From an optimization exercise on the open Yosys and OpenROAD flow, aimed at small area; shortcuts taken in it are not production practice.
RTL that was checked went through simulation tests only; none was proved equivalent to the original.
No functional check of the RTL was part of run 3.
The clock port is modelled as an ideal driver; clocking choices that lean on that would not hold on a real chip.
Power is estimated from default activity; no workload was simulated.

<file path="flow/run.sh">
#!/bin/bash
# synth_recipe.tcl (not shown) runs the flow's synth.tcl, then flattens the netlist and writes it again
# the make line also repeats each setting of config.mk as NAME=value (left out here)
make -C /OpenROAD-flow-scripts/flow DESIGN_CONFIG=/design/flow/config.mk WORK_HOME=/design/flow/orfs CLKGATE_MAP_FILE= SYNTH_SCRIPT=/design/flow/synth_recipe.tcl finish
</file>
<file path="flow/config.mk">
export PLATFORM = sky130hd
export DESIGN_NAME = dualport_1rw1w_be
export DESIGN_NICKNAME = dualport_1rw1w_be
export VERILOG_FILES = /design/flow/design.v
export SDC_FILE = /design/flow/constraint.sdc
export NUM_CORES = 8
export LEC_CHECK = 0
export CAP_MARGIN = 20
export CORE_MARGIN = 2
export CORE_UTILIZATION = 40
export SLEW_MARGIN = 20
</file>
<file path="flow/constraint.sdc">
create_clock -name core_clock -period 5.0 [get_ports {clk}]
set_input_delay 1.0000 -clock core_clock [delete_from_list [all_inputs] [get_ports {clk}]]
set_output_delay 1.0000 -clock core_clock [all_outputs]
set_load 0.01 [all_outputs]
</file>
<file path="flow/design.v">
package dualport_pkg;
  localparam logic INIT = 1'b0;
  localparam logic RUN  = 1'b1;
  localparam int MAX_DW = 256;
  function automatic logic [MAX_DW-1:0] lane_merge(
    input logic [MAX_DW-1:0] old_w,
    input logic [MAX_DW-1:0] new_w,
    input logic [MAX_DW-1:0] be,
    input int                bw
  );
    logic [MAX_DW-1:0] m;
    m = '0;
    for (int i = 0; i < MAX_DW; i++) begin
      m[i] = be[i / bw];
    end
    lane_merge = (old_w & ~m) | (new_w & m);
  endfunction
endpackage
module dp_clr_seq
#(
  parameter int AW     = 6,
  parameter int CLR_EN = 1
) (
  input  logic          clk,
  input  logic          rst_n,
  output logic          init_busy,
  output logic          clr_we,
  output logic [AW-1:0] clr_addr
);
  localparam logic RST_ST = (CLR_EN != 0) ? dualport_pkg::INIT : dualport_pkg::RUN;
  logic        st_q;
  logic        st_d;
  logic [AW-1:0] cnt_q;
  logic [AW-1:0] cnt_d;
  always_ff @(posedge clk or negedge rst_n) begin
    if (!rst_n) begin
      st_q  <= RST_ST;
      cnt_q <= '0;
    end else begin
      st_q  <= st_d;
      cnt_q <= cnt_d;
    end
  end
  always_comb begin
    st_d   = st_q;
    cnt_d  = cnt_q;
    clr_we = 1'b0;
    unique case (st_q)
      dualport_pkg::INIT: begin
        clr_we = 1'b1;
        cnt_d  = cnt_q + AW'(1);
        if (cnt_q == {AW{1'b1}}) st_d = dualport_pkg::RUN;
      end
      dualport_pkg::RUN: begin
        clr_we = 1'b0;
      end
    endcase
  end
  assign clr_addr  = cnt_q;
  assign init_busy = (st_q == dualport_pkg::INIT);
endmodule
module dualport_1rw1w_be
#(
  parameter int DW      = 32,
  parameter int AW      = 6,
  parameter int BYTE_W  = 8,
  parameter int OUT_REG = 0,
  parameter int CLR_EN  = 1,
  parameter int PRIO_B  = 1,
  localparam int NB     = DW / BYTE_W,
  localparam int DEPTH  = 1 << AW
) (
  input  logic          clk,
  input  logic          rst_n,
  input  logic          ena,
  input  logic [NB-1:0] wea,
  input  logic [AW-1:0] addra,
  input  logic [DW-1:0] dia,
  output logic [DW-1:0] doa,
  output logic          doa_vld,
  input  logic          enb,
  input  logic [NB-1:0] beb,
  input  logic [AW-1:0] addrb,
  input  logic [DW-1:0] dib,
  output logic          init_busy,
  output logic          collision
);
  logic [DW-1:0] mem [DEPTH];
  logic          clr_we;
  logic [AW-1:0] clr_addr;
  dp_clr_seq #(
    .AW     (AW),
    .CLR_EN (CLR_EN)
  ) u_clr (
    .clk       (clk),
    .rst_n     (rst_n),
    .init_busy (init_busy),
    .clr_we    (clr_we),
    .clr_addr  (clr_addr)
  );
  logic          run;
  logic          rd;
  logic          we_a;
  logic          we_b;
  logic          same;
  logic          both;
  logic          hit;
  logic [DW-1:0] old_a;
  logic [DW-1:0] old_b;
  logic [DW-1:0] word_a;
  logic [DW-1:0] word_b;
  logic [DW-1:0] word_ab;
  assign run   = ~init_busy;
  assign rd    = run & ena;
  assign we_a  = rd & (|wea);
  assign we_b  = run & enb & (|beb);
  assign same  = (addra == addrb);
  assign both  = we_a & we_b & same;
  assign hit   = rd & enb & same & (|(wea & beb));
  assign old_a = mem[addra];
  assign old_b = mem[addrb];
  assign word_a = DW'(dualport_pkg::lane_merge(dualport_pkg::MAX_DW'(old_a), dualport_pkg::MAX_DW'(dia),
                                 dualport_pkg::MAX_DW'(wea), BYTE_W));
  assign word_b = DW'(dualport_pkg::lane_merge(dualport_pkg::MAX_DW'(old_b), dualport_pkg::MAX_DW'(dib),
                                 dualport_pkg::MAX_DW'(beb), BYTE_W));
  generate
    if (PRIO_B != 0) begin : g_prio_b
      assign word_ab = DW'(dualport_pkg::lane_merge(dualport_pkg::MAX_DW'(word_a), dualport_pkg::MAX_DW'(dib),
                                      dualport_pkg::MAX_DW'(beb), BYTE_W));
    end else begin : g_prio_a
      assign word_ab = DW'(dualport_pkg::lane_merge(dualport_pkg::MAX_DW'(word_b), dualport_pkg::MAX_DW'(dia),
                                      dualport_pkg::MAX_DW'(wea), BYTE_W));
    end
  endgenerate
  always_ff @(posedge clk) begin
    if (clr_we) begin
      mem[clr_addr] <= '0;
    end else if (both) begin
      mem[addra] <= word_ab;
    end else begin
      if (we_a) mem[addra] <= word_a;
      if (we_b) mem[addrb] <= word_b;
    end
  end
  logic          rd_q;
  logic [DW-1:0] doa_q;
  logic          col_q;
  always_ff @(posedge clk or negedge rst_n) begin
    if (!rst_n) begin
      rd_q  <= 1'b0;
      doa_q <= '0;
      col_q <= 1'b0;
    end else begin
      rd_q  <= rd;
      col_q <= hit;
      if (rd) doa_q <= old_a;
    end
  end
  assign collision = col_q;
  generate
    if (OUT_REG != 0) begin : g_oreg
      logic          vld2_q;
      logic [DW-1:0] doa2_q;
      always_ff @(posedge clk or negedge rst_n) begin
        if (!rst_n) begin
          vld2_q <= 1'b0;
          doa2_q <= '0;
        end else begin
          vld2_q <= rd_q;
          if (rd_q) doa2_q <= doa_q;
        end
      end
      assign doa     = doa2_q;
      assign doa_vld = vld2_q;
    end else begin : g_noreg
      assign doa     = doa_q;
      assign doa_vld = rd_q;
    end
  endgenerate
endmodule
</file>
==> results of run 1 <==
## layout make-up
class	instances	share of cell area [%]
tap	4100	3.53
antenna	46	0.0792
inverter	20	0.0594
sequential	2089	43.0
clock buffer	267	4.10
clock inverter	149	1.06
timing repair buffer	1371	10.2
multi-input combinational	6895	38.0
## kinds of logic (layout without fill, tap and decap cells)
kind of cell | after synthesis | count (layout) | synth area share, %
compound gates | 3104 | 3104 | 15.9
flops | 2089 | 2089 | 51.0
simple gates | 1994 | 1994 | 7.23
mux | 1785 | 1785 | 20.4
buf+inv | 1295 | 1807 | 5.46
xor+xnor | 11 | 11 | 0.0785
fa+ha+maj | 1 | 1 | 0.0102
other cells | 0 | 46 | 0
## power by group through the flow
stage	clock (mW)	sequential, mW	combinational, mW
3_3_place_gp	0	19.3	4.65
2_1_floorplan	0	19.3	2.07
5_1_grt	18.3	18.9	4.90
4_1_cts	17.7	18.9	4.68
3_5_place_dp	0	19.3	4.66
6_report	17.8	18.9	5.02
## worst max-delay path, cell delays in order
cell	delay, ns
buf_8	0.53
buf_12	0.26
xor2_1	0.79
or4_1	0.29
o21ai_4	0.31
buf_4	0.32
nor2_1	0.56
nand2_1	0.44
o21ai_4	0.17
buf_12	0.31
## through the flow
step / cells / hold WS [ns] / setup WS (ns) / total power, mW / setup TNS (ns)
floorplan: 10300 / 0.485 / -0.726 / 21.4 / -679.01
global placement: 14500 / 0.460 / -0.215 / 23.9 / -43.39
detailed placement: 14500 / 0.464 / -0.169 / 24.0 / -13.03
CTS: 14900 / 0.205 / 0.788 / 41.3 / 0
global route: 14900 / 0.241 / 0.413 / 42.1 / 0
finish: 14900 / 0.222 / 0.343 / 41.7 / 0
## worst paths after layout
check                      startpoint             end  slack, ns  cells after the start
max in group asynchronous       rst_n       doa_q[26]       3.71                      2
setup / recovery             addra[1]      mem[7][28]       0.34                     10
hold reg to reg              doa_q[6]        doa_q[6]       0.49                      2
setup reg to reg           u_clr.st_q     mem[61][28]       0.65                      8
hold / removal                  rst_n  u_clr.cnt_q[0]       0.22                      1
min in group core_clock      doa_q[6]        doa_q[6]       0.49                      2
## flip-flops by register name (all words and copies together) (netlist names)
register     count
u_clr.cnt_q      6
doa_q           32
mem           2048
u_clr.st_q       1
rd_q             1
col_q            1
## per-layer routing
| metal | vias to the layer above | wire (µm) | part of all wire [%] | global-route usage, % |
|---|---|---|---|---|
| met2 | 10200 | 262000 | 41 | 56.2 |
| li1 | 40800 | - | - | - |
| met4 | 46 | 52000 | 8.1 | 27.3 |
| met3 | 2182 | 108000 | 17 | 17.4 |
| met1 | 53000 | 218000 | 34 | 49.8 |
| met5 | - | 526 | 0.082 | 0.571 |
## placed cells by master (no fill, tap or decap), types with 30 or more instances in the layout
| cell | count |
|---|---|
| edfxtp_1 | 2048 |
| a21oi_1 | 1518 |
| nor2_1 | 1122 |
| mux2i_1 | 1005 |
| buf_4 | 908 |
| mux4_2 | 526 |
| o21ai_0 | 377 |
| a22oi_1 | 344 |
| nand2_1 | 326 |
| buf_12 | 321 |
| mux2_2 | 237 |
| clkbuf_16 | 233 |
| nor3_1 | 180 |
| a221oi_1 | 126 |
| clkdlybuf4s50_1 | 111 |
| o22ai_1 | 90 |
| nand3_1 | 88 |
| a221o_1 | 80 |
| o21ai_4 | 65 |
| nor3_4 | 61 |
| a21oi_2 | 61 |
| clkinv_1 | 57 |
| a222oi_1 | 53 |
| diode_2 | 46 |
| a31oi_1 | 44 |
| a22o_1 | 43 |
| dfrtp_1 | 41 |
| clkinv_2 | 40 |
| o221ai_1 | 35 |
| clkbuf_1 | 34 |
| nand2b_1 | 32 |
| bufinv_16 | 30 |
==> summary.md, run 1 <==
| Metric | Value |
|---|---|
| Outcome | `no timing/DRC/antenna violations` |
| Htree depth | `4` |
| Die X | `558 µm` |
| WL final | `641 mm` |
| CP Launch Type | `input pin` |
| GP Congestion | `1.07` |
| Clock Latency Late Sink | `0.98 ns` |
| Leakage | `47.8 nW` |
| Filler cell count | `26.9k` |
| Synth async-reset ratio | `1.96%` |
| Worst Path Required | `5.57 ns` |
| Post-route cell area | `145000 µm²` |
| Post-CTS setup buffers | `0` |
| Synth area leader | `edfxtp_1` |
| Number of iterations in the first detailed-routing pass | `8` |
| Multi-input logic area | `55100 µm²` |
| Routed len/inst | `42.9 µm` |
| Residual DRC count | `0` |
| Overflow after GRT | `0` |
| Area contributors post-synth | `edfxtp_1 50%, mux4_2 9.7%, mux2i_1 8.2%` |
| Fin crit share | `93.1%` |
| Tmin final | `4.66 ns` |
| First-pass GRT wire length | `856 mm` |
| Arrival @ worst endpoint | `5.23 ns` |
| First DRT Iteration DRCs | `21.4k` |
| Final setup viols | `0` |
| Clock slew at reported path FFs | `0.06 ns` |
| Net Switching | `11.3 mW` |
| Remaining antenna violation count | `0` |
| Top-area cell type share of the netlist area | `50.1%` |
| Die area | `311000 µm²` |
| Synth unique cells | `108` |
| TritonCTS Buffers | `232` |
| Top-count cell post-synth | `edfxtp_1` |
| GR Util All Layers | `40.2%` |
| Post-CTS Hold Buffers | `0` |
| Pin count of the biggest net entering global routing | `65` |
| Post-CTS Resized | `0` |
| Avg Inst Size Synth | `11.9 µm²` |
| Number of synthesized flops with an enable pin | `2048` |
| Yosys warns | `2` |
| Worst slew pin tran | `1.31 ns` |
| Placed cell area | `138000 µm²` |
| Initial antenna violation count | `62` |
| Core ar. | `306000 µm²` |
| Chip height | `558 µm` |
| Synth Cell Area | `123000 µm²` |
| Commonest cells in the netlist | `2048 x edfxtp_1, 1518 x a21oi_1, 1143 x nor2_1` |
| Pwr dens | `287 nW/µm²` |
| Power share of the clock group | `42.6%` |
| Peak supply drop | `275 µV` |
| HPWL Detailed | `451 mm` |
| Nets | `10.7k` |
| Main flop type after synthesis | `edfxtp_1` |
| Power Internal | `30.5 mW` |
| HP Class | `in2async` |
| Number of synthesized register bits | `2089` |
| Area Overhead vs Synth | `18.4%` |
| Pins over their slew limit | `0` |
| Final Hold Viols | `0` |
| Sw Ratio | `27.0%` |
| Max_slew headroom | `12.5%` |
| Combinational power share | `12.0%` |
| Final Util | `47.5%` |
| Row count | `203` |
| RSZ-0062 raised after global routing | `no` |
| FF+latch area | `62500 µm²` |
| Via count | `106k` |
| Number of global-route vias before repair | `97.7k` |
| Worst Setup Path Type | `in2reg` |
| Setup Skew | `0.0721 ns` |
| Sequential Power Share | `45.4%` |
| Vias per inst | `7.12` |
| Root buf cell | `clkbuf_16` |
| Clock buffer depth | `4` |
| Starting Density | `40.2%` |
| CP max FO | `40` |
| Clock sinks | `2089` |
| Ports | `123` |
| Share of post-route cells with drive strength above 1 | `25.0%` |
| Max-cap violations | `0` |
| CTS tree | `yes` |
| Buffers on Ports | `122` |
| CP endpoint kind | `flop` |
| Cells after Synth | `10.3k` |
| Max Clk Rate | `215 MHz` |
| Post-synthesis sequential area ratio | `51.0%` |
==> run 2, diff against run 1 <==
==> flow/design.v (replaced) <==
package dualport_pkg;
  localparam logic INIT = 1'b0;
  localparam logic RUN  = 1'b1;
endpackage
module dp_clr_seq
#(
  parameter int AW = 6
) (
  input  logic clk,
  input  logic rst_n,
  output logic init_busy
);
  logic          st_q;
  logic [AW-1:0] cnt_q;
  always_ff @(posedge clk or negedge rst_n) begin
    if (!rst_n) begin
      st_q  <= dualport_pkg::INIT;
      cnt_q <= '0;
    end else if (st_q == dualport_pkg::INIT) begin
      cnt_q <= cnt_q + AW'(1);
      if (cnt_q == {AW{1'b1}}) st_q <= dualport_pkg::RUN;
    end
  end
  assign init_busy = (st_q == dualport_pkg::INIT);
endmodule
module dualport_1rw1w_be
#(
  parameter int DW      = 32,
  parameter int AW      = 6,
  parameter int BYTE_W  = 8,
  localparam int NB     = DW / BYTE_W,
  localparam int DEPTH  = 1 << AW
) (
  input  logic          clk,
  input  logic          rst_n,
  input  logic          ena,
  input  logic [NB-1:0] wea,
  input  logic [AW-1:0] addra,
  input  logic [DW-1:0] dia,
  output logic [DW-1:0] doa,
  output logic          doa_vld,
  input  logic          enb,
  input  logic [NB-1:0] beb,
  input  logic [AW-1:0] addrb,
  input  logic [DW-1:0] dib,
  output logic          init_busy,
  output logic          collision
);
  dp_clr_seq #(.AW(AW)) u_clr (
    .clk       (clk),
    .rst_n     (rst_n),
    .init_busy (init_busy)
  );
  logic          run;
  logic          rd;
  logic          same;
  logic [NB-1:0] lane_a;
  logic [NB-1:0] lane_b;
  logic [NB-1:0] lane_a_w;
  logic [DW-1:0] data_a;
  assign run    = ~init_busy;
  assign rd     = run & ena;
  assign same   = (addra == addrb);
  assign lane_b = {NB{run & enb}} & beb;
  assign lane_a = {NB{rd}} & wea;
  assign lane_a_w = (lane_a & ~({NB{same}} & lane_b)) | {NB{init_busy}};
  assign data_a   = dia & {DW{run}};
  logic [DEPTH-1:0] dec_a;
  logic [DEPTH-1:0] dec_b;
  always_comb begin
    for (int w = 0; w < DEPTH; w++) begin
      dec_a[w] = (addra == AW'(w));
      dec_b[w] = (addrb == AW'(w));
    end
  end
  logic [DW-1:0] mem [DEPTH];
  logic [DW-1:0] rdata;
  for (genvar w = 0; w < DEPTH; w++) begin : g_word
    for (genvar k = 0; k < NB; k++) begin : g_lane
      logic sa, sb, sh;
      assign sa = (dec_a[w] | init_busy) & lane_a_w[k];
      assign sb = dec_b[w] & lane_b[k];
      assign sh = ~(sa | sb);
      always_ff @(posedge clk) begin
        mem[w][k*BYTE_W +: BYTE_W] <= (mem[w][k*BYTE_W +: BYTE_W] & {BYTE_W{sh}})
                                    | (data_a[k*BYTE_W +: BYTE_W] & {BYTE_W{sa}})
                                    | (dib[k*BYTE_W +: BYTE_W] & {BYTE_W{sb}});
      end
    end
  end
  always_comb begin
    rdata = '0;
    for (int w = 0; w < DEPTH; w++) begin
      rdata = rdata | (mem[w] & {DW{dec_a[w]}});
    end
  end
  logic          rd_q;
  logic          col_q;
  logic [DW-1:0] doa_q;
  always_ff @(posedge clk or negedge rst_n) begin
    if (!rst_n) begin
      rd_q  <= 1'b0;
      col_q <= 1'b0;
    end else begin
      rd_q  <= rd;
      col_q <= rd & enb & same & (|(wea & beb));
    end
  end
  always_ff @(posedge clk) begin
    doa_q <= rdata;
  end
  assign doa       = doa_q;
  assign doa_vld   = rd_q;
  assign collision = col_q;
endmodule
==> summary.md, run 2 <==
| Metric | Value |
|---|---|
| Max-cap violations | `0 (unchanged)` |
| Clock buffer depth | `3 (-1)` |
| Yosys warns | `3 (+1)` |
| Die X | `485 µm (-13%)` |
| Outcome | `no timing/DRC/antenna violations` |
| Pin count of the biggest net entering global routing | `66 (+1.5%)` |
| Synth Cell Area | `92500 µm² (-25%)` |
| Max_slew headroom | `10.2% (-2.3 points)` |
| Number of global-route vias before repair | `92.2k (-5.6%)` |
| Clock slew at reported path FFs | `0.06 ns (about the same)` |
| Synth area leader | `dfxtp_1` |
| Tmin final | `4.34 ns (-0.314 ns)` |
| Number of synthesized flops with an enable pin | `0 (-100%)` |
| Final setup viols | `0 (unchanged)` |
| Pwr dens | `326 nW/µm² (+14%)` |
| HP Class | `in2reg` |
| R2R depth | `6 (-2)` |
| CP max stage delay | `0.74 ns (-0.05 ns)` |
| Post-CTS Hold Buffers | `0 (unchanged)` |
| Final Worst Setup Slack | `0.657 ns (+0.314 ns)` |
| Peak supply drop | `275 µV (+0.21%)` |
| Via count | `103k (-3.2%)` |
| TritonCTS Buffers | `227 (-2.2%)` |
| RSZ-0062 raised after global routing | `no` |
| Routed len/inst | `50.0 µm (+16%)` |
| Initial antenna violation count | `80 (+29%)` |
| Starting Density | `40.2% (+0.072 points)` |
| Fin crit share | `86.9% (-6.3 points)` |
| Pre-CTS setup slack | `0.142 ns (+0.311 ns)` |
| Nets | `10.0k (-6.2%)` |
| Cells after Synth | `9631 (-6.3%)` |
| GP Congestion | `1.11 (+3.2%)` |
| Adder-Cell Fraction of Synth Area | `0.0135% (+0.0033 points)` |
| Commonest cells in the netlist | `2392 x nor2_1, 2080 x dfxtp_1, 2048 x a221o_1` |
| Top-count cell post-synth | `nor2_1` |
| Most common cell after layout, fill and taps aside | `nor2_1` |
| Remaining antenna violation count | `0 (unchanged)` |
| Final Hold Viols | `0 (unchanged)` |
| Number of iterations in the first detailed-routing pass | `10 (+2)` |
| Leakage | `38.6 nW (-19%)` |
| Ports | `123 (unchanged)` |
| Pins over their slew limit | `0 (unchanged)` |
| Setup TNS | `0 ns (unchanged)` |
| Slowest library cell on the worst path | `a22oi_1` |
| CP max FO | `26 (-35%)` |
| Chip height | `485 µm (-13%)` |
| Main combinational cell family by area after synthesis | `compound AO/OA/AOI/OAI gates` |
| Avg Inst Size Synth | `9.60 µm² (-20%)` |
| Power Total | `36.1 mW (-14%)` |
| Die area | `235000 µm² (-24%)` |
| Worst hold path cell count | `2` |
| CP Launch Type | `input pin` |
| CP cell instances | `buf_2, nand2b_1, nor3_2, a22oi_1, nand4_1, or4_1, or4_1` |
| Max reg flops | `2048 (unchanged)` |
| Share of post-route cells with drive strength above 1 | `17.6% (-7.3 points)` |
| Synth unique cells | `69 (-36%)` |
| Vias per inst | `7.80 (+9.6%)` |
| WL final | `660 mm (+3.0%)` |
| Top-area cell type share of the netlist area | `45.0% (-5.1 points)` |
| GR Util All Layers | `53.7% (+14 points)` |
| Post-synthesis sequential area ratio | `45.3% (-5.7 points)` |
| Max Clk Rate | `230 MHz (+7.2%)` |
| Core ar. | `230000 µm² (-25%)` |
| Setup Skew | `0.0472 ns (-0.0249 ns)` |
| Worst slew pin tran | `1.34 ns (+0.0312 ns)` |
| Root buf cell | `clkbuf_16` |
| Multiplexer share of the synthesized area | `0.887% (-19 points)` |
| Residual DRC count | `0 (unchanged)` |
| Synth Area in Compound Gates | `35.4% (+19 points)` |
| Worst Setup Path Type | `in2reg` |
| Buffers on Ports | `122 (unchanged)` |
| Critical Path Most Common Cell | `or4_1` |
| Htree depth | `4 (unchanged)` |
| Area contributors post-synth | `dfxtp_1 45%, a221o_1 22%, nor2_1 9.7%` |
| Clock sinks | `2089 (unchanged)` |
| HPWL Detailed | `456 mm (+1.0%)` |
| Worst Path Required | `5.76 ns (+0.19 ns)` |
| Post-CTS Resized | `0 (unchanged)` |
| Most frequent cells in the layout | `2338 x nor2_1, 2080 x dfxtp_1, 2048 x a221o_1` |
| CP endpoint kind | `flop` |
| First DRT Iteration DRCs | `21.5k (+0.24%)` |
| Synth async-reset ratio | `0.431% (-1.5 points)` |
| Post-CTS setup buffers | `0 (unchanged)` |
| CTS tree | `yes` |
| Synth Area in XOR/XNOR | `0.104% (+0.026 points)` |
| Row count | `176 (-13%)` |
| Overflow after GRT | `0 (unchanged)` |
| Main flop type after synthesis | `dfxtp_1` |
| Top reg by flops | `mem` |
| Number of synthesized register bits | `2089 (unchanged)` |
| Final Util | `48.0% (+0.50 points)` |
| Area Overhead vs Synth | `19.4%` |
| Simple logic cell fraction of the synthesized area | `13.9% (+6.7 points)` |
| Top Registers | `mem: 2048 flops, doa_q: 32 flops, u_clr.cnt_q: 6 flops` |
| Clock Latency Late Sink | `0.93 ns (-0.05 ns)` |
| Arrival @ worst endpoint | `5.10 ns (-0.13 ns)` |
| Fin Hold WS | `0.352 ns (+0.130 ns)` |
| First-pass GRT wire length | `867 mm (+1.2%)` |
[run 2: critical path, delay by kind of cell]
kind / cells / cell delay [ns]
buf+inv: 1 / 0.61
compound gates: 1 / 0.74
simple gates: 5 / 2.69
[run 2: path summary, 6_finish.rpt]
check	to	start	slack, ns
min in group asynchronous	u_clr.cnt_q[2]	rst_n	0.38
worst min-delay path	mem[3][28]	dib[28]	0.35
worst max register to register	mem[39][0]	u_clr.st_q	1.35
max in group asynchronous	u_clr.st_q	rst_n	4.33
worst min register to register	mem[63][11]	mem[63][11]	0.48
worst max-delay path	doa_q[5]	addra[1]	0.66
[run 2: metal layers]
metal  global-route usage [%]  vias to the layer above  wire length, µm
li1                         -                    38500                -
met2                     70.9                    11200           248000
met4                     44.5                       54            70100
met5                     1.22                        -              646
met3                     24.8                     2838           111000
met1                     65.5                    50400           230000
[run 2: area by class of cell]
cell class / count / area (µm²)
Sequential cell: 2089 / 41900
Multi-Input combinational cell: 6567 / 47300
Tap cell: 3026 / 3790
Clock inverter: 79 / 1010
Fill cell: 21200 / 119000
Timing Repair Buffer: 1053 / 9660
Inverter: 3 / 18.8
Clock buffer: 336 / 6640
Antenna cell: 51 / 128
[run 2: logic make-up after synthesis]
logic type,Yosys count
XOR/XNOR,11
multiplexers,75
flip-flops,2089
adder cells (fa/ha/maj),1
AO/OA/AOI/OAI,3317
buffers and inverters,975
AND/OR/NAND/NOR,3163
[run 2: power breakdown]
group	internal (mW)	switching, mW
combinational	0.262	1.32
sequential	16.6	0
clock	10.1	7.74
[run 2: through the flow]
stage	cell area, µm²	instances
detailed placement	103000	12700
global route	110000	13200
CTS	110000	13200
finish	110000	13200
floorplan	92500	9631
global placement	102000	12700
==> run 3, diff against run 2 <==
--- a/flow/design.v
+++ b/flow/design.v
@@ -2,6 +2,47 @@
   localparam logic INIT = 1'b0;
   localparam logic RUN  = 1'b1;
 endpackage
+module dp_bit_next (
+  input  logic q,
+  input  logic hold,
+  input  logic b,
+  input  logic sel_b,
+  input  logic a_n,
+  input  logic sel_a_n,
+  output logic d
+);
+  assign d = (q & hold) | (b & sel_b) | ~(a_n | sel_a_n);
+endmodule
+module dp_aoi222 (
+  input  logic a0, s0,
+  input  logic a1, s1,
+  input  logic a2, s2,
+  output logic y_n
+);
+  assign y_n = ~((a0 & s0) | (a1 & s1) | (a2 & s2));
+endmodule
+module dp_sel_a (
+  input  logic dec_a,
+  input  logic lane_a,
+  output logic sel_a_n
+);
+  assign sel_a_n = ~(dec_a & lane_a);
+endmodule
+module dp_sel_b (
+  input  logic dec_b_n,
+  input  logic lane_b_n,
+  output logic sel_b
+);
+  assign sel_b = ~(dec_b_n | lane_b_n);
+endmodule
+module dp_hold (
+  input  logic dec_a,
+  input  logic lane_a,
+  input  logic sel_b,
+  output logic hold
+);
+  assign hold = ~((dec_a & lane_a) | sel_b);
+endmodule
 module dp_clr_seq
 #(
   parameter int AW = 6
@@ -46,6 +87,7 @@
   output logic          init_busy,
   output logic          collision
 );
+  localparam int NRD = (DEPTH + 2) / 3;
   dp_clr_seq #(.AW(AW)) u_clr (
     .clk       (clk),
     .rst_n     (rst_n),
@@ -54,45 +96,86 @@
   logic          run;
   logic          rd;
   logic          same;
+  logic [NB-1:0] lane_b;
   logic [NB-1:0] lane_a;
-  logic [NB-1:0] lane_b;
-  logic [NB-1:0] lane_a_w;
-  logic [DW-1:0] data_a;
-  assign run    = ~init_busy;
-  assign rd     = run & ena;
-  assign same   = (addra == addrb);
-  assign lane_b = {NB{run & enb}} & beb;
-  assign lane_a = {NB{rd}} & wea;
-  assign lane_a_w = (lane_a & ~({NB{same}} & lane_b)) | {NB{init_busy}};
-  assign data_a   = dia & {DW{run}};
+  logic [NB-1:0] lane_b_n;
+  logic [DW-1:0] data_a_n;
+  assign run      = ~init_busy;
+  assign rd       = run & ena;
+  assign same     = (addra == addrb);
+  assign lane_b   = {NB{run & enb}} & beb;
+  assign lane_b_n = ~lane_b;
+  assign lane_a   = ({NB{rd}} & wea & ~({NB{same}} & lane_b)) | {NB{init_busy}};
+  assign data_a_n = ~dia | {DW{init_busy}};
   logic [DEPTH-1:0] dec_a;
-  logic [DEPTH-1:0] dec_b;
+  logic [DEPTH-1:0] dec_b_n;
   always_comb begin
     for (int w = 0; w < DEPTH; w++) begin
-      dec_a[w] = (addra == AW'(w));
-      dec_b[w] = (addrb == AW'(w));
+      dec_a[w]   = (addra == AW'(w)) | init_busy;
+      dec_b_n[w] = (addrb != AW'(w));
     end
   end
   logic [DW-1:0] mem [DEPTH];
-  logic [DW-1:0] rdata;
   for (genvar w = 0; w < DEPTH; w++) begin : g_word
     for (genvar k = 0; k < NB; k++) begin : g_lane
-      logic sa, sb, sh;
-      assign sa = (dec_a[w] | init_busy) & lane_a_w[k];
-      assign sb = dec_b[w] & lane_b[k];
-      assign sh = ~(sa | sb);
+      logic sel_a_n, sel_b, hold;
+      logic [BYTE_W-1:0] nxt;
+      dp_sel_a u_sel_a (
+        .dec_a   (dec_a[w]),
+        .lane_a  (lane_a[k]),
+        .sel_a_n (sel_a_n)
+      );
+      dp_sel_b u_sel_b (
+        .dec_b_n  (dec_b_n[w]),
+        .lane_b_n (lane_b_n[k]),
+        .sel_b    (sel_b)
+      );
+      dp_hold u_hold (
+        .dec_a   (dec_a[w]),
+        .lane_a  (lane_a[k]),
+        .sel_b   (sel_b),
+        .hold    (hold)
+      );
+      for (genvar i = 0; i < BYTE_W; i++) begin : g_bit
+        dp_bit_next u_nxt (
+          .q       (mem[w][k*BYTE_W+i]),
+          .hold    (hold),
+          .b       (dib[k*BYTE_W+i]),
+          .sel_b   (sel_b),
+          .a_n     (data_a_n[k*BYTE_W+i]),
+          .sel_a_n (sel_a_n),
+          .d       (nxt[i])
+        );
+      end
       always_ff @(posedge clk) begin
-        mem[w][k*BYTE_W +: BYTE_W] <= (mem[w][k*BYTE_W +: BYTE_W] & {BYTE_W{sh}})
-                                    | (data_a[k*BYTE_W +: BYTE_W] & {BYTE_W{sa}})
-                                    | (dib[k*BYTE_W +: BYTE_W] & {BYTE_W{sb}});
+        mem[w][k*BYTE_W +: BYTE_W] <= nxt;
       end
     end
   end
+  logic [3*NRD-1:0] dec_r;
+  logic [DW-1:0]    rdata;
   always_comb begin
-    rdata = '0;
-    for (int w = 0; w < DEPTH; w++) begin
-      rdata = rdata | (mem[w] & {DW{dec_a[w]}});
+    for (int w = 0; w < 3 * NRD; w++) dec_r[w] = (w < DEPTH) ? dec_a[w] : 1'b0;
+  end
+  for (genvar i = 0; i < DW; i++) begin : g_rbit
+    logic [3*NRD-1:0] col;
+    logic [NRD-1:0]   part_n;
+    for (genvar w = 0; w < 3 * NRD; w++) begin : g_col
+      if (w < DEPTH) begin : g_in
+        assign col[w] = mem[w][i];
+      end else begin : g_pad
+        assign col[w] = 1'b0;
+      end
     end
+    for (genvar j = 0; j < NRD; j++) begin : g_leaf
+      dp_aoi222 u_leaf (
+        .a0  (col[3*j]),   .s0 (dec_r[3*j]),
+        .a1  (col[3*j+1]), .s1 (dec_r[3*j+1]),
+        .a2  (col[3*j+2]), .s2 (dec_r[3*j+2]),
+        .y_n (part_n[j])
+      );
+    end
+    assign rdata[i] = ~&part_n;
   end
   logic          rd_q;
   logic          col_q;
--- a/flow/config.mk
+++ b/flow/config.mk
@@ -7,5 +7,7 @@
 export LEC_CHECK = 0
 export CAP_MARGIN = 20
 export CORE_MARGIN = 2
-export CORE_UTILIZATION = 40
+export CORE_UTILIZATION = 60
+export CTS_BUF_LIST = sky130_fd_sc_hd__clkbuf_8
 export SLEW_MARGIN = 20
+export SYNTH_HIERARCHICAL = 1
==> summary.md, run 3 <==
| Metric | Value |
|---|---|
| Overflow after GRT | `0 (unchanged)` |
| Synth async-reset ratio | `0.431% (unchanged)` |
| Area contributors post-synth | `dfxtp_1 49%, a221o_1 24%, nor2_1 10%` |
| Max-cap violations | `0 (unchanged)` |
| CP Launch Type | `input pin` |
| Clock Latency Late Sink | `1.06 ns (+0.13 ns)` |
| Max_slew headroom | `17.2% (+7.0 points)` |
| Post-CTS Resized | `0 (unchanged)` |
| Fin crit share | `88.3% (+1.4 points)` |
| Synth area leader | `dfxtp_1` |
| Final Hold Viols | `0 (unchanged)` |
| Vias per inst | `7.85 (+0.64%)` |
| CP max FO | `21 (-19%)` |
| Worst reg2reg path endpoint | `doa_q[0]` |
| Top Registers | `mem: 2048 flops, doa_q: 32 flops, u_clr.cnt_q: 6 flops` |
| GP Congestion | `0.997 (-9.9%)` |
| CTS tree | `yes` |
| Post-CTS setup buffers | `0 (unchanged)` |
| Synth unique cells | `45 (-35%)` |
| Max Clk Rate | `227 MHz (-1.6%)` |
| Share of post-route cells with drive strength above 1 | `13.5% (-4.1 points)` |
| Combinational power share | `2.6% (-1.8 points)` |
| Net Switching | `7.65 mW (-16%)` |
| Outcome | `no timing/DRC/antenna violations` |
| GR Util All Layers | `49.5% (-4.2 points)` |
| Worst slew pin tran | `1.24 ns (-0.101 ns)` |
| Number of global-route vias before repair | `79.6k (-14%)` |
| Pins over their slew limit | `0 (unchanged)` |
| Arrival @ worst endpoint | `5.30 ns (+0.20 ns)` |
| CP max stage delay | `0.96 ns (+0.22 ns)` |
| Pwr dens | `327 nW/µm² (about the same)` |
| Remaining antenna violation count | `0 (unchanged)` |
| Core ar. | `140000 µm² (-39%)` |
| Commonest cells in the netlist | `2319 x nor2_1, 2080 x dfxtp_1, 2048 x a221o_1` |
| WL final | `375 mm (-43%)` |
| First DRT Iteration DRCs | `18.7k (-13%)` |
| Buffers on Ports | `122 (unchanged)` |
| Sequential Power Share | `51.7% (+5.6 points)` |
| Reg2reg start | `u_clr.st_q` |
| Initial antenna violation count | `50 (-38%)` |
| Cells after Synth | `8172 (-15%)` |
| Post-synthesis sequential area ratio | `49.5% (+4.2 points)` |
| Post-CTS Hold Buffers | `0 (unchanged)` |
| R2R depth | `8 (+2)` |
| Root buf cell | `clkbuf_8` |
| Nets | `9199 (-8.3%)` |
| Main flop type after synthesis | `dfxtp_1` |
| Final setup viols | `0 (unchanged)` |
| Worst Setup Path Type | `in2reg` |
| Top-area cell type share of the netlist area | `49.2% (+4.2 points)` |
| Ports | `123 (unchanged)` |
| Max reg flops | `2048 (unchanged)` |
| Final Worst Setup Slack | `0.586 ns (-0.0704 ns)` |
| Starting Density | `60.5% (+20 points)` |
| Worst Path Required | `5.89 ns (+0.13 ns)` |
| Residual DRC count | `0 (unchanged)` |
| Chip height | `379 µm (-22%)` |
| Leakage | `45.2 nW (+17%)` |
| Via count | `88.5k (-14%)` |
| Die X | `379 µm (-22%)` |
| Yosys warns | `10 (+7)` |
| Avg Inst Size Synth | `10.3 µm² (+7.7%)` |
| Htree depth | `5 (+1)` |
| Number of iterations in the first detailed-routing pass | `15 (+5)` |
| Number of synthesized register bits | `2089 (unchanged)` |
| Row count | `137 (-22%)` |
| Power Total | `32.3 mW (-10%)` |
| Routed len/inst | `33.3 µm (-33%)` |
| Dpl cells | `10.6k (-16%)` |
| HP Class | `in2async` |
| Top reg by flops | `mem` |
| Most frequent cells in the layout | `2319 x nor2_1, 2080 x dfxtp_1, 2048 x a221o_1` |
| Die area | `144000 µm² (-39%)` |
| Clock sinks | `2089 (unchanged)` |
| Slowest library cell on the worst path | `nor4_1` |
| Power Internal | `24.6 mW (-8.8%)` |
| Most common cell after layout, fill and taps aside | `nor2_1` |
| HPWL Detailed | `228 mm (-50%)` |
| Fin cells | `11.3k (-15%)` |
| Worst setup startpoint | `addra[1]` |
| First-pass GRT wire length | `533 mm (-38%)` |
| Setup Skew | `0.0592 ns (+0.0120 ns)` |
| TritonCTS Buffers | `346 (+52%)` |
| Peak supply drop | `315 µV (+14%)` |
| Clock buffer depth | `4 (+1)` |
| Sw Ratio | `23.7% (-1.4 points)` |
| CP endpoint kind | `flop` |
| Pre-CTS setup slack | `-0.0905 ns (-0.233 ns)` |
| Top-count cell post-synth | `nor2_1` |
| Area Overhead vs Synth | `16.8%` |
| Pin count of the biggest net entering global routing | `129 (+95%)` |
| Synth Cell Area | `84600 µm² (-8.6%)` |
| CP cell instances | `clkdlybuf4s50_1, buf_4, nand2b_4, or2_1, o21bai_4, buf_4, a222oi_1, nand4_1, nor4_1, nand4_1` |
| Tmin final | `4.41 ns (+0.0704 ns)` |
| Reg2reg setup slack | `0.79 ns (-0.56 ns)` |
| Clock slew at reported path FFs | `0.06 ns (about the same)` |
| Fin Hold WS | `0.342 ns (-0.0100 ns)` |
| Power share of the clock group | `45.7% (-3.8 points)` |
| Number of synthesized flops with an enable pin | `0 (unchanged)` |
| RSZ-0062 raised after global routing | `no` |
==> run 3: cell types whose count changed after synthesis, sizes merged, moves of 44 or more <==
cell and change:
nor2 -81, a222oi +685, buf -182, a211oi -254
nor3 -61, clkbuf -758, nand3 -48, a21oi +243
a21o +44, a22oi -848
==> run 3: worst max-delay path by stage <==
stage | to | slack, ns | depth (start not counted)
finish | doa_q[0] | 0.59 | 10
global route | doa_q[0] | 0.75 | 10
CTS | doa_q[6] | 1.0 | 10
detailed placement | doa_q[6] | -0.09 | 10
global placement | doa_q[6] | -0.03 | 10
floorplan | mem[0][0] | -1.59 | 7
==> run 3: metal layers <==
metal | share of wire, % | up-vias | wire [µm] | track usage, %
met2 | 39 | 8008 | 145000 | 65.3
met5 | 0.096 | - | 358 | 1.82
met1 | 36 | 42300 | 136000 | 64.3
met3 | 17 | 1487 | 65100 | 20.8
met4 | 7.6 | 48 | 28400 | 34.8
li1 | - | 36600 | - | -
==> run 3: final cells by class <==
cell class / count / area (µm²)
Tap cell: 1876 / 2350
Clock inverter: 147 / 676
Sequential cell: 2089 / 41900
Clock buffer: 431 / 5930
Timing Repair Buffer: 495 / 4250
Antenna cell: 51 / 128
Multi-Input combinational cell: 6177 / 43600
Inverter: 1 / 6.26
Fill cell: 10600 / 40900
==> run 3: modules after synthesis (local to each module, per instance), a selection <==
module             flip-flops and latches  times used  area (µm²)
dualport_1rw1w_be                    2082           1       44900
dp_bit_next                             0        2048        13.8
dp_aoi222                               0         704        10.0
dp_hold                                 0         256        8.76
dp_sel_a                                0         256        3.75
dp_sel_b                                0         256        3.75
==> run 3: worst max-delay path: cells and delay by family <==
| kind | cells | cell delay (ns) |
|---|---|---|
| simple gates | 5 | 2.09 |
| buf+inv | 3 | 1.32 |
| compound gates | 2 | 0.84 |
==> run 3: cells by family after synthesis <==
group,after synthesis,synth area share [%]
xor+xnor,11,0.114
compound gates,3084,35.9
other cells,1,0.00443
fa+ha+maj,1,0.0148
simple gates,2952,14.2
mux,1,0.0133
flops,2089,49.5
buf+inv,33,0.225
==> run 3: power groups by stage <==
stage / Sequential, mW / Clock [mW] / Combinational (mW)
4_1_cts: 16.7 / 14.7 / 0.766
2_1_floorplan: 17.0 / 0 / 0.124
6_report: 16.7 / 14.8 / 0.837
5_1_grt: 16.7 / 15.4 / 0.818
3_5_place_dp: 17.0 / 0 / 0.764
3_3_place_gp: 17.0 / 0 / 0.761
==> run 3: per-stage QoR <==
| step | TNS [ns] | utilization [%] | area, µm² |
|---|---|---|---|
| floorplan | -2438.86 | - | 85100 |
| global placement | -0.0333 | 65.8 | 91900 |
| detailed placement | -0.103 | 65.8 | 92000 |
| CTS | 0 | 70.6 | 98600 |
| global route | 0 | 70.6 | 98700 |
| finish | 0 | 70.7 | 98800 |
==> run 4, diff against run 3 <==
--- a/flow/design.v
+++ b/flow/design.v
@@ -20,6 +20,13 @@
   output logic y_n
 );
   assign y_n = ~((a0 & s0) | (a1 & s1) | (a2 & s2));
+endmodule
+module dp_nand2 (
+  input  logic a,
+  input  logic b,
+  output logic y_n
+);
+  assign y_n = ~(a & b);
 endmodule
 module dp_sel_a (
   input  logic dec_a,
@@ -152,28 +159,24 @@
       end
     end
   end
-  logic [3*NRD-1:0] dec_r;
-  logic [DW-1:0]    rdata;
-  always_comb begin
-    for (int w = 0; w < 3 * NRD; w++) dec_r[w] = (w < DEPTH) ? dec_a[w] : 1'b0;
-  end
+  logic [DW-1:0] rdata;
   for (genvar i = 0; i < DW; i++) begin : g_rbit
-    logic [3*NRD-1:0] col;
-    logic [NRD-1:0]   part_n;
-    for (genvar w = 0; w < 3 * NRD; w++) begin : g_col
-      if (w < DEPTH) begin : g_in
-        assign col[w] = mem[w][i];
-      end else begin : g_pad
-        assign col[w] = 1'b0;
+    logic [NRD-1:0] part_n;
+    for (genvar j = 0; j < NRD; j++) begin : g_leaf
+      if (3 * j + 2 < DEPTH) begin : g_three
+        dp_aoi222 u_leaf (
+          .a0  (mem[3*j][i]),   .s0 (dec_a[3*j]),
+          .a1  (mem[3*j+1][i]), .s1 (dec_a[3*j+1]),
+          .a2  (mem[3*j+2][i]), .s2 (dec_a[3*j+2]),
+          .y_n (part_n[j])
+        );
+      end else begin : g_one
+        dp_nand2 u_leaf (
+          .a   (mem[3*j][i]),
+          .b   (dec_a[3*j]),
+          .y_n (part_n[j])
+        );
       end
-    end
-    for (genvar j = 0; j < NRD; j++) begin : g_leaf
-      dp_aoi222 u_leaf (
-        .a0  (col[3*j]),   .s0 (dec_r[3*j]),
-        .a1  (col[3*j+1]), .s1 (dec_r[3*j+1]),
-        .a2  (col[3*j+2]), .s2 (dec_r[3*j+2]),
-        .y_n (part_n[j])
-      );
     end
     assign rdata[i] = ~&part_n;
   end
==> flow/flow/run.sh (new file) <==
#!/bin/bash
# Own layout flow: the standard synthesis and ORFS layout, with these changes:
#  - ports are buffered with buf_2 instead of ORFS's default choice,
#  - after detailed placement, cells with spare slack are downsized
#    (repair_timing -recover_power) and placement is legalised again,
#  - clock tree synthesis uses clkbuf_8 in clusters of up to 26 sinks and
#    inserts no dummy loads; leaf buffers whose flip-flops see a slow clock
#    edge are then upsized to clkbuf_16.
# Each step's full output goes to a log file of its own in this folder
# (ORFS also keeps its per-stage logs under orfs/logs).
set -euo pipefail
W=$(pwd)
F=$W/flow
bash standard.sh synth > synth.log 2>&1
bash standard.sh \
  "BUFFER_PORTS_ARGS=-buffer_cell sky130_fd_sc_hd__buf_2" \
  "POST_DETAIL_PLACE_TCL=$F/downsize.tcl" \
  "CTS_ARGS=-sink_clustering_enable -repair_clock_nets -buf_list sky130_fd_sc_hd__clkbuf_8 -sink_clustering_size 26 -sink_clustering_max_diameter 80 -dont_use_dummy_load" \
  "POST_CTS_TCL=$F/post_cts.tcl" \
  finish > layout.log 2>&1
==> flow/flow/clock_slew.tcl (new file) <==
# Upsize clock-tree leaf buffers that drive a flip-flop clock pin whose slew is
# above a threshold, to clkbuf_16, until no pin is above it or no buffer is left.
proc clk_pin_slews {} {
  set res {}
  foreach inst [[ord::get_db_block] getInsts] {
    if {[[$inst getMaster] isSequential]} {
      set it [$inst findITerm CLK]
      if {$it eq "NULL"} continue
      set p [get_pins [$inst getName]/CLK]
      lappend res [list $inst [get_property $p slew_max] [$it getNet]]
    }
  }
  return $res
}
proc fix_clock_slew {thr} {
  for {set pass 0} {$pass < 4} {incr pass} {
    set drivers {}
    foreach r [clk_pin_slews] {
      lassign $r inst s net
      if {$s > $thr} {
        foreach t [$net getITerms] {
          if {[$t isOutputSignal]} { dict set drivers [[$t getInst] getName] [[[$t getInst] getMaster] getName] }
        }
      }
    }
    if {[dict size $drivers] == 0} break
    set n 0
    dict for {name m} $drivers {
      if {$m eq "sky130_fd_sc_hd__clkbuf_8"} { replace_cell $name sky130_fd_sc_hd__clkbuf_16; incr n }
    }
    puts "fix_clock_slew pass $pass: upsized $n of [dict size $drivers] drivers"
    if {$n == 0} break
    estimate_parasitics -placement
  }
  set worst 0
  foreach r [clk_pin_slews] { set s [lindex $r 1]; if {$s > $worst} {set worst $s} }
  puts "fix_clock_slew: worst flip-flop clock slew [format %.4f $worst] ns"
}
==> flow/flow/downsize.tcl (new file) <==
# Downsize cells with spare slack, then legalise the placement again.
estimate_parasitics -placement
report_design_area
repair_timing -recover_power 100
detailed_placement
check_placement -verbose
report_design_area
==> flow/flow/post_cts.tcl (new file) <==
# After clock tree synthesis: upsize the leaf clock buffers whose flip-flops
# see a clock slew above 115 ps, then legalise the placement again.
source [file join [file dirname [info script]] clock_slew.tcl]
estimate_parasitics -placement
fix_clock_slew 0.115
detailed_placement
check_placement -verbose
estimate_parasitics -placement
==> flow/standard.sh (new file) <==
#!/bin/bash
# synth_recipe.tcl (not shown) runs the flow's synth.tcl, then flattens the netlist and writes it again
# the make line also repeats each setting of config.mk as NAME=value (left out here)
make -C /OpenROAD-flow-scripts/flow DESIGN_CONFIG=/design/flow/config.mk WORK_HOME=/design/flow/orfs CLKGATE_MAP_FILE= SYNTH_SCRIPT=/design/flow/synth_recipe.tcl "${@:-finish}"
--- a/flow/config.mk
+++ b/flow/config.mk
@@ -7,7 +7,6 @@
 export LEC_CHECK = 0
 export CAP_MARGIN = 20
 export CORE_MARGIN = 2
-export CORE_UTILIZATION = 60
-export CTS_BUF_LIST = sky130_fd_sc_hd__clkbuf_8
+export CORE_UTILIZATION = 55
 export SLEW_MARGIN = 20
 export SYNTH_HIERARCHICAL = 1
removed: flow/run.sh
==> summary.md, run 4 <==
| Metric | Value |
|---|---|
| Outcome | `no timing/DRC/antenna violations` |
| HP Class | `in2reg` |
| Remaining antenna violation count | `0 (unchanged)` |
| Synth area leader | `dfxtp_1` |
| Synth async-reset ratio | `0.431% (unchanged)` |
| CP delay by family, top | `buffers and inverters` |
| Leakage | `41.0 nW (-9.2%)` |
| Initial antenna violation count | `28 (-44%)` |
| Max-cap violations | `0 (unchanged)` |
| GR Util All Layers | `45.0% (-4.5 points)` |
| Ports | `123 (unchanged)` |
| First-pass GRT wire length | `531 mm (-0.34%)` |
| Final Hold Viols | `0 (unchanged)` |
| Fin crit share | `86.6% (-1.7 points)` |
| Final Worst Setup Slack | `0.669 ns (+0.0829 ns)` |
| Number of iterations in the first detailed-routing pass | `17 (+2)` |
| Synth Cell Area | `84400 µm² (-0.24%)` |
| Chip height | `396 µm (+4.3%)` |
| Avg Inst Size Synth | `10.3 µm² (-0.23%)` |
| Number of global-route vias before repair | `74.9k (-5.9%)` |
| Setup Skew | `0.0744 ns (+0.0152 ns)` |
| Clock sinks | `2089 (unchanged)` |
| CTS tree | `yes` |
| Number of synthesized register bits | `2089 (unchanged)` |
| Row count | `143 (+4.4%)` |
| Max Clk Rate | `231 MHz (+1.9%)` |
| Filler cell count | `12.9k (+21%)` |
| Pwr dens | `280 nW/µm² (-14%)` |
| Residual DRC count | `0 (unchanged)` |
| Clock Latency Late Sink | `0.96 ns (-0.10 ns)` |
| Top reg by flops | `mem` |
| Buffers on Ports | `122 (unchanged)` |
| Main flop type after synthesis | `dfxtp_1` |
| Share of post-route cells with drive strength above 1 | `8.65% (-4.9 points)` |
| Pins over their slew limit | `0 (unchanged)` |
| Core ar. | `152000 µm² (+8.9%)` |
| Routed len/inst | `35.3 µm (+6.1%)` |
| Via count | `84.0k (-5.0%)` |
| CP cell instances | `clkinv_2, buf_4, a21o_2, buf_4, a222oi_1, nand4_1, nor4_1, nand4_1` |
| HPWL Detailed | `229 mm (+0.35%)` |
| GP Congestion | `0.974 (-2.4%)` |
| Die area | `157000 µm² (+8.7%)` |
| Slowest library cell on the worst path | `nor4_1` |
| Top-count cell post-synth | `nor2_1` |
| WL final | `374 mm (about the same)` |
| Worst Path Required | `5.78 ns (-0.11 ns)` |
| Top Registers | `mem: 2048 flops, doa_q: 32 flops, u_clr.cnt_q: 6 flops` |
| First DRT Iteration DRCs | `17.3k (-7.5%)` |
| Post-synthesis sequential area ratio | `49.6% (+0.12 points)` |
| Area Overhead vs Synth | `8.78%` |
| CP max stage delay | `0.72 ns (-0.24 ns)` |
| Overflow after GRT | `0 (unchanged)` |
| Max_slew headroom | `11.5% (-5.7 points)` |
| CP endpoint kind | `flop` |
| Die X | `396 µm (+4.3%)` |
| Final setup viols | `0 (unchanged)` |
| Tmin final | `4.33 ns (-0.0829 ns)` |
| Pre-CTS setup slack | `0.693 ns (+0.783 ns)` |
| Max reg flops | `2048 (unchanged)` |
| Fin Hold WS | `0.325 ns (-0.0176 ns)` |
| Top-area cell type share of the netlist area | `49.4% (+0.12 points)` |
| CP max FO | `46 (+120%)` |
| Area contributors post-synth | `dfxtp_1 49%, a221o_1 24%, nor2_1 10%` |
| Most frequent cells in the layout | `2318 x nor2_1, 2080 x dfxtp_1, 2048 x a221o_1` |
| Cells after Synth | `8171 (-0.012%)` |
| CP Launch Type | `flop` |
| RSZ-0062 raised after global routing | `no` |
| Starting Density | `55.5% (-5.1 points)` |
| Commonest cells in the netlist | `2319 x nor2_1, 2080 x dfxtp_1, 2048 x a221o_1` |
| Worst Setup Path Type | `reg2reg` |
| Buf/Inv on CP | `3 (unchanged)` |
| Worst slew pin tran | `1.32 ns (+0.0822 ns)` |
| Most common cell after layout, fill and taps aside | `nor2_1` |
| Yosys warns | `10 (unchanged)` |
| Arrival @ worst endpoint | `5.11 ns (-0.19 ns)` |
| Clock slew at reported path FFs | `0.12 ns (+0.06 ns)` |
| Peak supply drop | `282 µV (-11%)` |
| Pin count of the biggest net entering global routing | `101 (-22%)` |
| Setup TNS | `0 ns (unchanged)` |
| Synth unique cells | `44 (-2.2%)` |
| Vias per inst | `7.92 (+0.86%)` |
| Nets | `8637 (-6.1%)` |
| Number of synthesized flops with an enable pin | `0 (unchanged)` |
[run 4: changes by cell type after synthesis, sizes merged]
cell | previous run | this run
nand2 | 331 | 363
conb | 1 | 0
a222oi | 704 | 672
[run 4: layout make-up]
cell class	count	area (µm²)	area share [%]
Multi-Input combinational cell	6049	42900	46.7
Sequential cell	2089	41900	45.6
Tap cell	2030	2540	2.77
Clock buffer	111	2230	2.43
Timing Repair Buffer	296	2140	2.33
Antenna cell	34	85.1	0.0927
Inverter	1	5.00	0.00545
[run 4: layer usage]
metal	GRT usage [%]	part of all wire (%)	wire [µm]	vias to the layer above
met5	0.647	0.098	368	-
met1	61.3	38	142000	40800
met3	14.0	15	57100	1099
li1	-	-	-	35300
met2	62.0	40	149000	6818
met4	27.1	6.9	26000	36
[run 4: cells by family after synthesis]
kind of cell / share of synthesized area (%)
muxes: 0.0133
DFF: 49.6
xor gates and xnor gates: 0.114
AOI/OAI and AO/OA: 35.6
adders and majority gates: 0.0148
buffers and inverters: 0.225
and+or+nand+nor: 14.4
[run 4: metrics by stage]
step	instances	utilization [%]	total power [mW]	cell area, µm²
2_1_floorplan	8171	-	17.1	84400
3_3_place_gp	10500	58.9	17.6	89500
3_5_place_dp	10500	58.9	17.6	89500
5_1_grt	10600	60.3	26.2	91700
6_report	10600	60.3	25.7	91800
[run 4: worst paths after layout]
| check | to | startpoint | slack (ns) | cells past startpoint |
|---|---|---|---|---|
| worst max register to register | doa_q[29] | u_clr.st_q | 0.67 | 8 |
| worst max-delay path | doa_q[29] | u_clr.st_q | 0.67 | 8 |
| max in group asynchronous | u_clr.st_q | rst_n | 4.10 | 2 |
| worst min-delay path | rd_q | ena | 0.32 | 2 |
| worst min register to register | u_clr.cnt_q[5] | u_clr.cnt_q[5] | 0.47 | 1 |
| min in group asynchronous | rd_q | rst_n | 0.51 | 2 |
[run 4: per-module statistics from Yosys, one instance, submodules excluded, a selection]
module	flip-flops and latches	copies in the design	cells inside
dp_aoi222	0	672	1
dp_bit_next	0	2048	2
dp_hold	0	256	1
dp_nand2	0	32	1
dp_sel_a	0	256	1
dp_sel_b	0	256	1
dualport_1rw1w_be	2082	1	2581
[run 4: worst reg2reg max path: stages, from the launching register on]
cell	delay, ns
dfrtp_1	0.43
clkinv_2	0.59
buf_4	0.54
a21o_2	0.49
buf_4	0.37
a222oi_1	0.53
nand4_1	0.31
nor4_1	0.72
nand4_1	0.19
[run 4: report_power, final]
| part | switching, mW | internal [mW] | leakage, nW |
|---|---|---|---|
| combinational | 0.574 | 0.0547 | 23.1 |
| sequential | 0 | 16.6 | 16.9 |
| clock | 5.40 | 3.06 | 1.12 |
==> run 5, diff against run 4 <==
==> flow/flow/post_cts.tcl (replaced) <==
# After clock tree synthesis: upsize the leaf clock buffers whose flip-flops
# see a clock slew above 100 ps, then legalise the placement again.
source [file join [file dirname [info script]] clock_slew.tcl]
estimate_parasitics -placement
fix_clock_slew 0.100
detailed_placement
check_placement -verbose
estimate_parasitics -placement
--- a/flow/config.mk
+++ b/flow/config.mk
@@ -7,6 +7,6 @@
 export LEC_CHECK = 0
 export CAP_MARGIN = 20
 export CORE_MARGIN = 2
-export CORE_UTILIZATION = 55
+export CORE_UTILIZATION = 65
 export SLEW_MARGIN = 20
 export SYNTH_HIERARCHICAL = 1
==> summary.md, run 5 <==
| Metric | Value |
|---|---|
| Outcome | `no timing/DRC/antenna violations` |
| Arrival @ worst endpoint | `3.40 ns (-1.71 ns)` |
| Core ar. | `129000 µm² (-15%)` |
| Worst Setup Path Type | `reg2out` |
| CTS tree | `yes` |
| Overflow after GRT | `0 (unchanged)` |
| Reg2reg setup slack | `0.71 ns (+0.04 ns)` |
| Pins over their slew limit | `0 (unchanged)` |
| Top reg by flops | `mem` |
| Share of post-route cells with drive strength above 1 | `5.78% (-2.9 points)` |
| Row count | `132 (-7.7%)` |
| Top Registers | `mem: 2048 flops, doa_q: 32 flops, u_clr.cnt_q: 6 flops` |
| R2R depth | `7 (-1)` |
| Starting Density | `65.3% (+9.8 points)` |
| Synth area leader | `dfxtp_1` |
| Setup Skew | `0.0614 ns (-0.0130 ns)` |
| Die area | `133000 µm² (-15%)` |
| Worst reg2reg path endpoint | `mem[28][23]` |
| Peak supply drop | `264 µV (-6.2%)` |
| RSZ-0062 raised after global routing | `no` |
| Post-route cell area | `90500 µm² (-1.3%)` |
| Buffers on Ports | `122 (unchanged)` |
| GR Util All Layers | `51.1% (+6.0 points)` |
| Multi-input logic area | `42100 µm² (-1.8%)` |
| Final setup viols | `0 (unchanged)` |
| Area contributors post-synth | `dfxtp_1 49%, a221o_1 24%, nor2_1 10%` |
| Placed cell area | `88900 µm² (-0.75%)` |
| Pin count of the biggest net entering global routing | `115 (+14%)` |
| Ports | `123 (unchanged)` |
| Number of global-route vias before repair | `75.7k (+1.0%)` |
| HPWL Detailed | `218 mm (-4.9%)` |
| Chip height | `364 µm (-7.9%)` |
| Final Hold Viols | `0 (unchanged)` |
| FF+latch area | `41900 µm² (unchanged)` |
| Initial antenna violation count | `42 (+50%)` |
| Filler cell count | `10.1k (-22%)` |
| Main flop type after synthesis | `dfxtp_1` |
| Top-count cell post-synth | `nor2_1` |
| Clock Latency Late Sink | `0.97 ns (about the same)` |
| Die X | `364 µm (-7.9%)` |
| Fin cells | `10.3k (-2.8%)` |
| Number of iterations in the first detailed-routing pass | `22 (+5)` |
| Power Total | `25.7 mW (about the same)` |
| Synth unique cells | `44 (unchanged)` |
| Max reg flops | `2048 (unchanged)` |
| Number of synthesized register bits | `2089 (unchanged)` |
| Vias per inst | `8.29 (+4.7%)` |
| Area Overhead vs Synth | `7.33%` |
| Tmin final | `4.40 ns (+0.0705 ns)` |
| Cells after Synth | `8171 (unchanged)` |
| Synth async-reset ratio | `0.431% (unchanged)` |
| Worst Path Required | `4.00 ns (-1.78 ns)` |
| Max Clk Rate | `227 MHz (-1.6%)` |
| First DRT Iteration DRCs | `21.2k (+22%)` |
| Most frequent cells in the layout | `2319 x nor2_1, 2080 x dfxtp_1, 2048 x a221o_1` |
| Max_slew headroom | `12.3% (+0.83 points)` |
| Nets | `8592 (-0.52%)` |
| Avg Inst Size Synth | `10.3 µm² (unchanged)` |
| Residual DRC count | `0 (unchanged)` |
| CP Launch Type | `flop` |
| Post-synthesis sequential area ratio | `49.6% (unchanged)` |
| Worst slew pin tran | `1.31 ns (-0.0123 ns)` |
| GP Congestion | `1.02 (+5.0%)` |
| Remaining antenna violation count | `0 (unchanged)` |
| Leakage | `40.9 nW (-0.37%)` |
| Clock slew at reported path FFs | `0.10 ns (-0.02 ns)` |
| Dpl cells | `10.1k (-3.1%)` |
| Fin crit share | `88.0% (+1.4 points)` |
| Routed len/inst | `34.7 µm (-1.6%)` |
| Number of synthesized flops with an enable pin | `0 (unchanged)` |
| CP endpoint kind | `output port` |
| CP max FO | `74 (+61%)` |
| Yosys warns | `10 (unchanged)` |
| Reg2reg start | `u_clr.st_q` |
| Max-cap violations | `0 (unchanged)` |
| WL final | `358 mm (-4.3%)` |
| Synth Cell Area | `84400 µm² (unchanged)` |
| HP Class | `in2async` |
| First-pass GRT wire length | `510 mm (-4.1%)` |
| Clock sinks | `2089 (unchanged)` |
| Most common cell after layout, fill and taps aside | `nor2_1` |
| Commonest cells in the netlist | `2319 x nor2_1, 2080 x dfxtp_1, 2048 x a221o_1` |
| Pwr dens | `284 nW/µm² (+1.3%)` |
| Via count | `85.6k (+1.9%)` |
| Top-area cell type share of the netlist area | `49.4% (unchanged)` |
run 5: changes by cell type in the layout (fill, tap and decap cells not counted), sizes merged:
cell	delta
clkinv	-1
dlygate4sd3	-1
inv	+1
buf	-28
clkbuf	-16
diode	+41
run 5: through the flow:
| stage | util, % | worst slack [ns] | hold slack [ns] | TNS, ns |
|---|---|---|---|---|
| finish | 70.1 | 0.599 | 0.0912 | 0 |
| floorplan | - | -1.59 | 0.441 | -2438.86 |
| detailed placement | 68.8 | 0.888 | 0.462 | 0 |
| global route | 70.0 | 0.585 | 0.0820 | 0 |
| global placement | 68.8 | 0.897 | 0.464 | 0 |
run 5: final cells by class:
cell class,instances,share of cell area [%]
multi-input cells,6049,46.5
repair buffers,267,2.15
diodes,75,0.207
flip-flops and latches,2089,46.2
clock buffers,95,2.49
inverters,1,0.00691
well taps,1742,2.41
run 5: worst max-delay path by stage:
stage / startpoint / to / depth (start not counted)
after floorplan: addrb[0] / mem[0][0] / 7
after detailed placement: addra[3] / doa_q[2] / 9
after global placement: addra[1] / doa_q[13] / 9
after global routing: u_clr.st_q / init_busy / 4
final: u_clr.st_q / init_busy / 4
run 5: Yosys stat by module, one instance, submodules excluded, a selection:
module	area [µm²]	copies in the design
dualport_1rw1w_be	44900	1
dp_sel_b	3.75	256
dp_bit_next	13.8	2048
dp_nand2	3.75	32
dp_sel_a	3.75	256
dp_aoi222	10.0	672
dp_hold	8.76	256
run 5: cell families (layout without fill, tap and decap cells):
group	count (synthesis)	in the layout	share of synthesized area, %
fa+ha+maj	1	1	0.0148
flops	2089	2089	49.6
buf+inv	33	363	0.225
other cells	0	75	0
simple gates	2984	2984	14.4
xor+xnor	11	11	0.114
compound gates	3052	3052	35.6
mux	1	1	0.0133
run 5: critical path, stage by stage (launching register included):
cell,delay (ns)
dfrtp_1,0.46
inv_4,0.61
clkbuf_2,0.76
buf_4,0.37
buf_2,0.17
run 5: power breakdown:
group / internal (mW) / leakage [nW] / total (mW) / switching [mW]
clock network: 3.17 / 1.11 / 8.43 / 5.26
registers: 16.6 / 16.9 / 16.6 / 0
logic: 0.0601 / 22.9 / 0.656 / 0.596
run 5: routing by layer:
layer,vias up,wire [µm],global-route usage (%)
li1,35200,-,-
met1,40600,127000,65.9
met2,8135,136000,67.4
met3,1527,66200,23.4
met4,48,28300,33.6
met5,-,1170,4.07
==> run 6, diff against run 5 <==
--- a/flow/config.mk
+++ b/flow/config.mk
@@ -5,8 +5,8 @@
 export SDC_FILE = /design/flow/constraint.sdc
 export NUM_CORES = 8
 export LEC_CHECK = 0
-export CAP_MARGIN = 20
+export CAP_MARGIN = 10
 export CORE_MARGIN = 2
 export CORE_UTILIZATION = 65
-export SLEW_MARGIN = 20
+export SLEW_MARGIN = 10
 export SYNTH_HIERARCHICAL = 1
==> summary.md, run 6 <==
| Metric | Value |
|---|---|
| Pins over their slew limit | `0 (unchanged)` |
| Fin Hold WS | `0.0996 ns (+0.00836 ns)` |
| Residual DRC count | `0 (unchanged)` |
| WL final | `359 mm (about the same)` |
| Share of post-route cells with drive strength above 1 | `5.98% (+0.20 points)` |
| GR Util All Layers | `51.1% (about the same)` |
| Synth area leader | `dfxtp_1` |
| Most frequent cells in the layout | `2319 x nor2_1, 2080 x dfxtp_1, 2048 x a221o_1` |
| GP Congestion | `1.02 (unchanged)` |
| Sequential Power Share | `64.7% (about the same)` |
| Number of iterations in the first detailed-routing pass | `22 (unchanged)` |
| Post-synthesis sequential area ratio | `49.6% (unchanged)` |
| Worst slew pin tran | `1.38 ns (+0.0666 ns)` |
| Via count | `85.3k (-0.38%)` |
| Number of synthesized flops with an enable pin | `0 (unchanged)` |
| FF+latch area | `41900 µm² (unchanged)` |
| Top-count cell post-synth | `nor2_1` |
| Clock Latency Late Sink | `0.98 ns (about the same)` |
| Pre-CTS setup slack | `0.926 ns (+0.0378 ns)` |
| Max-cap violations | `0 (unchanged)` |
| Placed cell area | `88900 µm² (about the same)` |
| Net Switching | `5.88 mW (+0.39%)` |
| Final Util | `70.1% (about the same)` |
| CP max stage delay | `0.77 ns (about the same)` |
| Dpl cells | `10.1k (unchanged)` |
| Top-area cell type share of the netlist area | `49.4% (unchanged)` |
| HP Class | `in2async` |
| Power share of the clock group | `32.8% (about the same)` |
| Yosys warns | `10 (unchanged)` |
| Clock slew at reported path FFs | `0.10 ns (about the same)` |
| Max Clk Rate | `228 MHz (+0.50%)` |
| Synth unique cells | `44 (unchanged)` |
| Synth Cell Area | `84400 µm² (unchanged)` |
| Pwr dens | `284 nW/µm² (about the same)` |
| CP delay by family, top | `buffers and inverters` |
| HPWL Detailed | `218 mm (about the same)` |
| Max_slew headroom | `8.07% (-4.2 points)` |
| Overflow after GRT | `0 (unchanged)` |
| Setup Skew | `0.0527 ns (-0.00871 ns)` |
| CP endpoint kind | `output port` |
| Multi-input logic area | `42200 µm² (+0.17%)` |
| Vias per inst | `8.26 (-0.44%)` |
| Peak supply drop | `284 µV (+7.6%)` |
| Die area | `133000 µm² (unchanged)` |
| Leakage | `40.8 nW (-0.16%)` |
| Sw Ratio | `22.9% (+0.082 points)` |
| Pin count of the biggest net entering global routing | `115 (unchanged)` |
| Die X | `364 µm (unchanged)` |
| Cells after Synth | `8171 (unchanged)` |
| Area contributors post-synth | `dfxtp_1 49%, a221o_1 24%, nor2_1 10%` |
| Number of global-route vias before repair | `75.9k (+0.30%)` |
| Setup TNS | `0 ns (unchanged)` |
| Outcome | `no timing/DRC/antenna violations` |
| Ports | `123 (unchanged)` |
| Buffers on Ports | `122 (unchanged)` |
| Arrival @ worst endpoint | `3.38 ns (-0.02 ns)` |
| Remaining antenna violation count | `0 (unchanged)` |
| Core ar. | `129000 µm² (unchanged)` |
| Most common cell after layout, fill and taps aside | `nor2_1` |
| First DRT Iteration DRCs | `20.3k (-4.3%)` |
| Combinational power share | `2.6% (about the same)` |
| CP Launch Type | `flop` |
| Top reg by flops | `mem` |
| Avg Inst Size Synth | `10.3 µm² (unchanged)` |
| Area Overhead vs Synth | `7.30% (about the same)` |
| Commonest cells in the netlist | `2319 x nor2_1, 2080 x dfxtp_1, 2048 x a221o_1` |
| Power Internal | `19.8 mW (about the same)` |
| Starting Density | `65.3% (unchanged)` |
| Final setup viols | `0 (unchanged)` |
| Top Registers | `mem: 2048 flops, doa_q: 32 flops, u_clr.cnt_q: 6 flops` |
-- run 6: cell counts after synthesis --
Identical to the previous run, type by type.
-- run 6: final cells by class --
cell class,count,share of cell area [%]
multi-input cells,6049,46.6
clock buffers,95,2.48
diodes,86,0.238
well taps,1742,2.41
flip-flops and latches,2089,46.3
inverters,1,0.00691
repair buffers,263,2.02
-- run 6: cell families after synthesis --
kind of cell / synth area share, %
AO/OA/AOI/OAI: 35.6
XOR/XNOR: 0.114
adder cells (fa/ha/maj): 0.0148
buffers and inverters: 0.225
flip-flops: 49.6
multiplexers: 0.0133
AND/OR/NAND/NOR: 14.4
-- run 6: Yosys stat by module (local to each module, per instance), a selection --
module	cells inside	times used	area [µm²]
dp_bit_next	2	2048	13.8
dp_aoi222	1	672	10.0
dp_hold	1	256	8.76
dp_sel_a	1	256	3.75
dp_sel_b	1	256	3.75
dp_nand2	1	32	3.75
-- run 6: final timing paths --
kind	startpoint	endpoint	slack, ns	cells past startpoint
setup / recovery	u_clr.st_q	init_busy	0.62	4
hold / removal	rst_n	u_clr.cnt_q[2]	0.1	1
setup reg to reg	u_clr.st_q	mem[53][2]	0.75	7
hold reg to reg	u_clr.cnt_q[5]	u_clr.cnt_q[5]	0.47	1
max in group asynchronous	rst_n	u_clr.cnt_q[0]	4.39	1
min in group core_clock	u_clr.cnt_q[5]	u_clr.cnt_q[5]	0.47	1
-- run 6: power by group through the flow --
| stage | clock, mW | sequential, mW | combinational [mW] |
|---|---|---|---|
| global route | 8.86 | 16.6 | 0.620 |
| detailed placement | 0 | 17.0 | 0.584 |
| global placement | 0 | 17.0 | 0.578 |
| finish | 8.43 | 16.6 | 0.657 |
| floorplan | 0 | 17.0 | 0.0641 |
-- run 6: routing by layer --
metal | vias to the layer above | global-route usage (%) | part of all wire, %
li1 | 35200 | - | -
met1 | 40500 | 65.8 | 35
met2 | 8029 | 66.2 | 38
met3 | 1513 | 23.9 | 18
met4 | 47 | 35.7 | 8.2
met5 | - | 2.98 | 0.26

[re-timing with driven ports]
No port has a modelled driver above. Below, the same layouts with a new extraction and two added sets of constraints. Step 1 assumes that a clkbuf_16 drives the clock port and a buf_2 every other input. Step 2, shift: input delay + t, output delay - t, t = (earliest + latest rising clock arrival at the registers) / 2. This alone moves slack from input paths to output paths. Three values: ideal ports, drivers, drivers and shift; two values: the first two.
run	t, ns	setup slack, ns
run 1	1.036	0.343 / 0.385 / -0.651
run 2	1.018	0.657 / 0.565 / -0.276
run 3	1.113	0.586 / 0.649 / -0.464
run 4	1.006	0.669 / 0.669 / 0.278
run 5	1.036	0.599 / 0.510 / 0.047
run 6	1.042	0.620 / 0.532 / 0.088
With both steps, setup timing fails in run 1, run 2 and run 3, where it was met with ideal ports.
